Background: an optimization exercise with open tools, aiming at small area, a short achievable clock period and few clock cycles. Do not read the settings as production practice.
Function was checked by simulation only, so behaviour that the tests miss may differ from the original.
No activity file was given, so power comes from the tool's default toggle rates.

## v2
==> flow/design.v (excerpt) <==
module rf_pulse_width_capture #(
    parameter int MAX_PULSES = 128
) (
    input  logic                              clk,
    input  logic                              rst_n,
    input  logic                              item_valid,
    output logic                              item_stall,
    input  rfpwc_pkg::item_t                  item,
    output logic                              result_valid,
    input  logic                              result_stall,
    output rfpwc_pkg::result_t                result,
    input  logic                              psel,
    input  logic                              penable,
    input  logic                              pwrite,
    input  logic [rfpwc_pkg::PADDR_W-1:0]     paddr,
    input  logic [rfpwc_pkg::PDATA_W-1:0]     pwdata,
    output logic [rfpwc_pkg::PDATA_W-1:0]     prdata,
    output logic                              pready
);
    localparam int ADDR_W = $clog2(MAX_PULSES);
    rfpwc_pkg::cfg_t   cfg_reg;
    logic              cfg_wr;
  ...
clock: 10.0 ns
lec_check: 0
cap_margin: 20
core_margin: 2
core_utilization: 55
cts_buf_list: sky130_fd_sc_hd__clkbuf_16
cts_cluster_diameter: 100
cts_cluster_size: 25
slew_margin: 20
standard.sh (not shown) runs the stock make flow with config.mk's settings and CLKGATE_MAP_FILE= SYNTH_SCRIPT=/design/flow/synth_recipe.tcl, a recipe that flattens the netlist after the stock synthesis.
==> flow/flow/run.sh <==
#!/bin/bash
# The standard layout, with timing repair aimed at a tighter setup target
# than the 10 ns clock: the flow's SDC and clock are left as they are.
set -euo pipefail
bash standard.sh SETUP_SLACK_MARGIN=6.2 finish > flow.log 2>&1
Testbench counts of v2, summed over its fixed seeds: cycles 178,936.
Changes in v23 relative to v2:
- swapping 55 for 60 in CORE_UTILIZATION
diff --git a/flow/flow/run.sh b/flow/flow/run.sh
--- a/flow/flow/run.sh
+++ b/flow/flow/run.sh
@@ -5 +5 @@
-bash standard.sh SETUP_SLACK_MARGIN=6.2 finish > flow.log 2>&1
+bash standard.sh SETUP_SLACK_MARGIN=6.5 finish > flow.log 2>&1
==> notes.md <==
Summary: with v2 as the reference, buffer count from post-CTS setup fixing in v23 moved up by more than 100%.
From v2 to v23 the numbers moved as follows: first-iteration DRC count +7.8%, power per standard cell area +0.86%, clock share of power -0.6 points, number of placement rows -3.9%, utilization +5.8 points.

* * *

wip/quartz:
Another version of the RTL of rf_pulse_width_capture (not shown whole).
For scale: about 1800 flip-flops, ~110 I/O pins, about 69000 um^2 of cells after synthesis.
export LEC_CHECK = 0
export CAP_MARGIN = 20
export CORE_MARGIN = 2
export CORE_UTILIZATION = 65
export CTS_BUF_LIST = sky130_fd_sc_hd__clkbuf_16
export CTS_CLUSTER_DIAMETER = 100
export CTS_CLUSTER_SIZE = 25
export SLEW_MARGIN = 20
create_clock -name core_clock -period 10.0 [get_ports {clk}]
==> flow/flow/run.sh <==
#!/bin/bash
# The standard layout, with timing repair aimed at a tighter setup target
# than the 10 ns clock: the flow's SDC and clock are left as they are.
set -euo pipefail
bash standard.sh SETUP_SLACK_MARGIN=6.5 finish > flow.log 2>&1
In summary, wip/quartz completed successfully, with a layout that passed the timing, DRC and antenna checks.
Testbench counts of wip/quartz, summed over its fixed seeds: cycles 178,936.
> inputs changed (wip/quartz -> wip/juniper)
==> flow/flow/run.sh <==
#!/bin/bash
# The standard layout, with timing repair aimed at a tighter setup target
# than the 10 ns clock: the flow's SDC and clock are left as they are.
set -euo pipefail
bash standard.sh SETUP_SLACK_MARGIN=6.65 finish > flow.log 2>&1
### Flow results
The final reports for wip/juniper and wip/quartz show final cycle utilization of the critical path lower in the former.
Comparing wip/quartz with wip/juniper, the total design power came out essentially unchanged.
Going from wip/quartz to wip/juniper, final setup skew picked up an extra 4.7 ps; routed wire length lost about 0.6%.
wip/juniper: layout-stage area growth over the synthesis result higher than wip/quartz
Edits applied to the flow inputs when going from wip/juniper to wip/violet:
Settings: CTS_CLUSTER_SIZE changed from 25 to 20; CORE_UTILIZATION changed from 65 to 50.
==> flow/flow/run.sh <==
#!/bin/bash
# The standard layout, with timing repair aimed at a tighter setup target
# than the 10 ns clock: the flow's SDC and clock are left as they are.
set -euo pipefail
bash standard.sh SETUP_SLACK_MARGIN=6.5 finish > flow.log 2>&1
### Flow results
Diff wip/juniper -> wip/violet | sequential share of layout area | decrease of 1.0 points. Post-synthesis sequential element count came out exactly the same in wip/violet and wip/juniper. Clock network fraction of total power delta for wip/violet relative to wip/juniper: 2.4 points higher. Cell count ended up 427 higher on wip/violet than on wip/juniper. From wip/juniper to wip/violet the numbers moved as follows: multi-input combinational gate total was more or less identical, minimum clock period saw an increase, total power draw moved up.

* * *

== lane 2 ==
RTL: one of the versions met above, not the one the previous note started from.
Size in the first run: ~3900 cells after synthesis, roughly 69000 um2 of cells after synthesis.
clock: 10.0 ns
lec_check: 0
cap_margin: 20
core_margin: 2
core_utilization: 50
cts_buf_list: sky130_fd_sc_hd__clkbuf_16
cts_cluster_diameter: 100
cts_cluster_size: 20
slew_margin: 20
==> flow/flow/run.sh <==
#!/bin/bash
# The standard layout, with timing repair aimed at a tighter setup target
# than the 10 ns clock: the flow's SDC and clock are left as they are.
set -euo pipefail
bash standard.sh SETUP_SLACK_MARGIN=6.8 finish > flow.log 2>&1
Lane 2: no failed stages, no open violations at the end
Testbench counts of lane 2, summed over its fixed seeds: cycles 178,936.
Setup changes, lane 2 to lane 4
==> flow/flow/run.sh <==
#!/bin/bash
# The standard layout, with timing repair aimed at a tighter setup target
# than the 10 ns clock: the flow's SDC and clock are left as they are.
set -euo pipefail
bash standard.sh SETUP_SLACK_MARGIN=6.5 finish > flow.log 2>&1
==> notes.md <==
Lane 4 ended with every stage complete and zero timing, DRC or antenna violations. In lane 4 relative to lane 2, count of clock-net buffers in the final layout had gone down slightly. Between lane 2 and lane 4, the data arrival at the endpoint of the critical path does not differ in any meaningful way. Any difference in clock network area share between lane 2 and lane 4 is small enough to ignore. From lane 2 to lane 4 the numbers moved as follows: total placed cells including tap cells essentially unchanged; register-to-register slack increased 0.04 ns.

* * *

rf_pulse_width_capture with an RTL version that a note above also has.
For scale: ~0.069 mm² of cells after synthesis.
==> flow/config.mk <==
export PLATFORM = sky130hd
export DESIGN_NAME = rf_pulse_width_capture
export DESIGN_NICKNAME = rf_pulse_width_capture
export VERILOG_FILES = /design/flow/design.v
export SDC_FILE = /design/flow/constraint.sdc
export NUM_CORES = 4
export LEC_CHECK = 0
export CAP_MARGIN = 20
export CORE_MARGIN = 2
export CORE_UTILIZATION = 60
export CTS_BUF_LIST = sky130_fd_sc_hd__clkbuf_16
export CTS_CLUSTER_DIAMETER = 100
export CTS_CLUSTER_SIZE = 25
export SLEW_MARGIN = 20
==> flow/constraint.sdc <==
create_clock -name core_clock -period 10.0 [get_ports {clk}]
set_input_delay 2.0000 -clock core_clock [delete_from_list [all_inputs] [get_ports {clk}]]
set_output_delay 2.0000 -clock core_clock [all_outputs]
set_load 0.01 [all_outputs]
==> flow/flow/run.sh <==
#!/bin/bash
# The standard layout, with timing repair aimed at a tighter setup target
# than the 10 ns clock: the flow's SDC and clock are left as they are.
set -euo pipefail
bash standard.sh SETUP_SLACK_MARGIN=6.65 finish > flow.log 2>&1
Testbench counts at the start, summed over its fixed seeds: cycles 178,936.
==> next run, changes <==
--- a/flow/flow/run.sh
+++ b/flow/flow/run.sh
@@ -4,2 +4,2 @@
 set -euo pipefail
-bash standard.sh SETUP_SLACK_MARGIN=6.65 finish > flow.log 2>&1
+bash standard.sh SETUP_SLACK_MARGIN=6.5 finish > flow.log 2>&1
=> Cell count hardly moves. Sequential share of layout area went up by 0.24 points. Total power barely changes. Worst hold slack gets better by 6.0 ps. Wire length is about the same. Synthesized cell count stays the same. Via count barely changes.

[what the ideal ports hide]
No port has a modelled driver above. Below, the same layouts with a new extraction and two added sets of constraints.
Step 1, drivers: a clkbuf_16 drives clk and a buf_2 each remaining input, both assumed.
Step 2 also shifts input and output timing later by t, the mid clock arrival at the registers, as if the neighbouring blocks saw the same clock.
a / b / c = no drivers / after step 1 / after step 2; a / b = the first two.
run | t (ns) | slack for setup (ns) | latest minus earliest clock arrival (ns) | worst register clock-pin slew, ns
v2 | 0.781 | 6.174 / 6.159 / 5.821 | 0.030 / 0.030 | 0.10 / 0.10
v23 | 0.764 | 6.432 / 6.432 / 5.949 | 0.037 / 0.038 | 0.11 / 0.11
wip/quartz | 0.770 | 6.471 / 6.435 / 5.796 | 0.031 / 0.030 | 0.11 / 0.11
wip/juniper | 0.762 | 6.668 / 6.604 / 6.015 | 0.036 / 0.036 | 0.11 / 0.11
wip/violet | 0.818 | 6.423 / 6.341 / 5.989 | 0.032 / 0.032 | 0.09 / 0.09
lane 2 | 0.829 | 6.393 / 6.393 / 6.042 | 0.051 / 0.051 | 0.09 / 0.09
lane 4 | 0.821 | 6.435 / 6.435 / 5.942 | 0.040 / 0.040 | 0.10 / 0.10
the first run of note 4 | 0.769 | 6.514 / 6.514 / 6.028 | 0.031 / 0.030 | 0.11 / 0.11
the second run of note 4 | 0.771 | 6.404 / 6.439 / 5.692 | 0.046 / 0.046 | 0.11 / 0.11
After both steps every run listed still meets setup and hold. The setup slack of the second run of note 4, which loses most, moves by +0.035 ns with the drivers and by -0.712 ns with both steps.
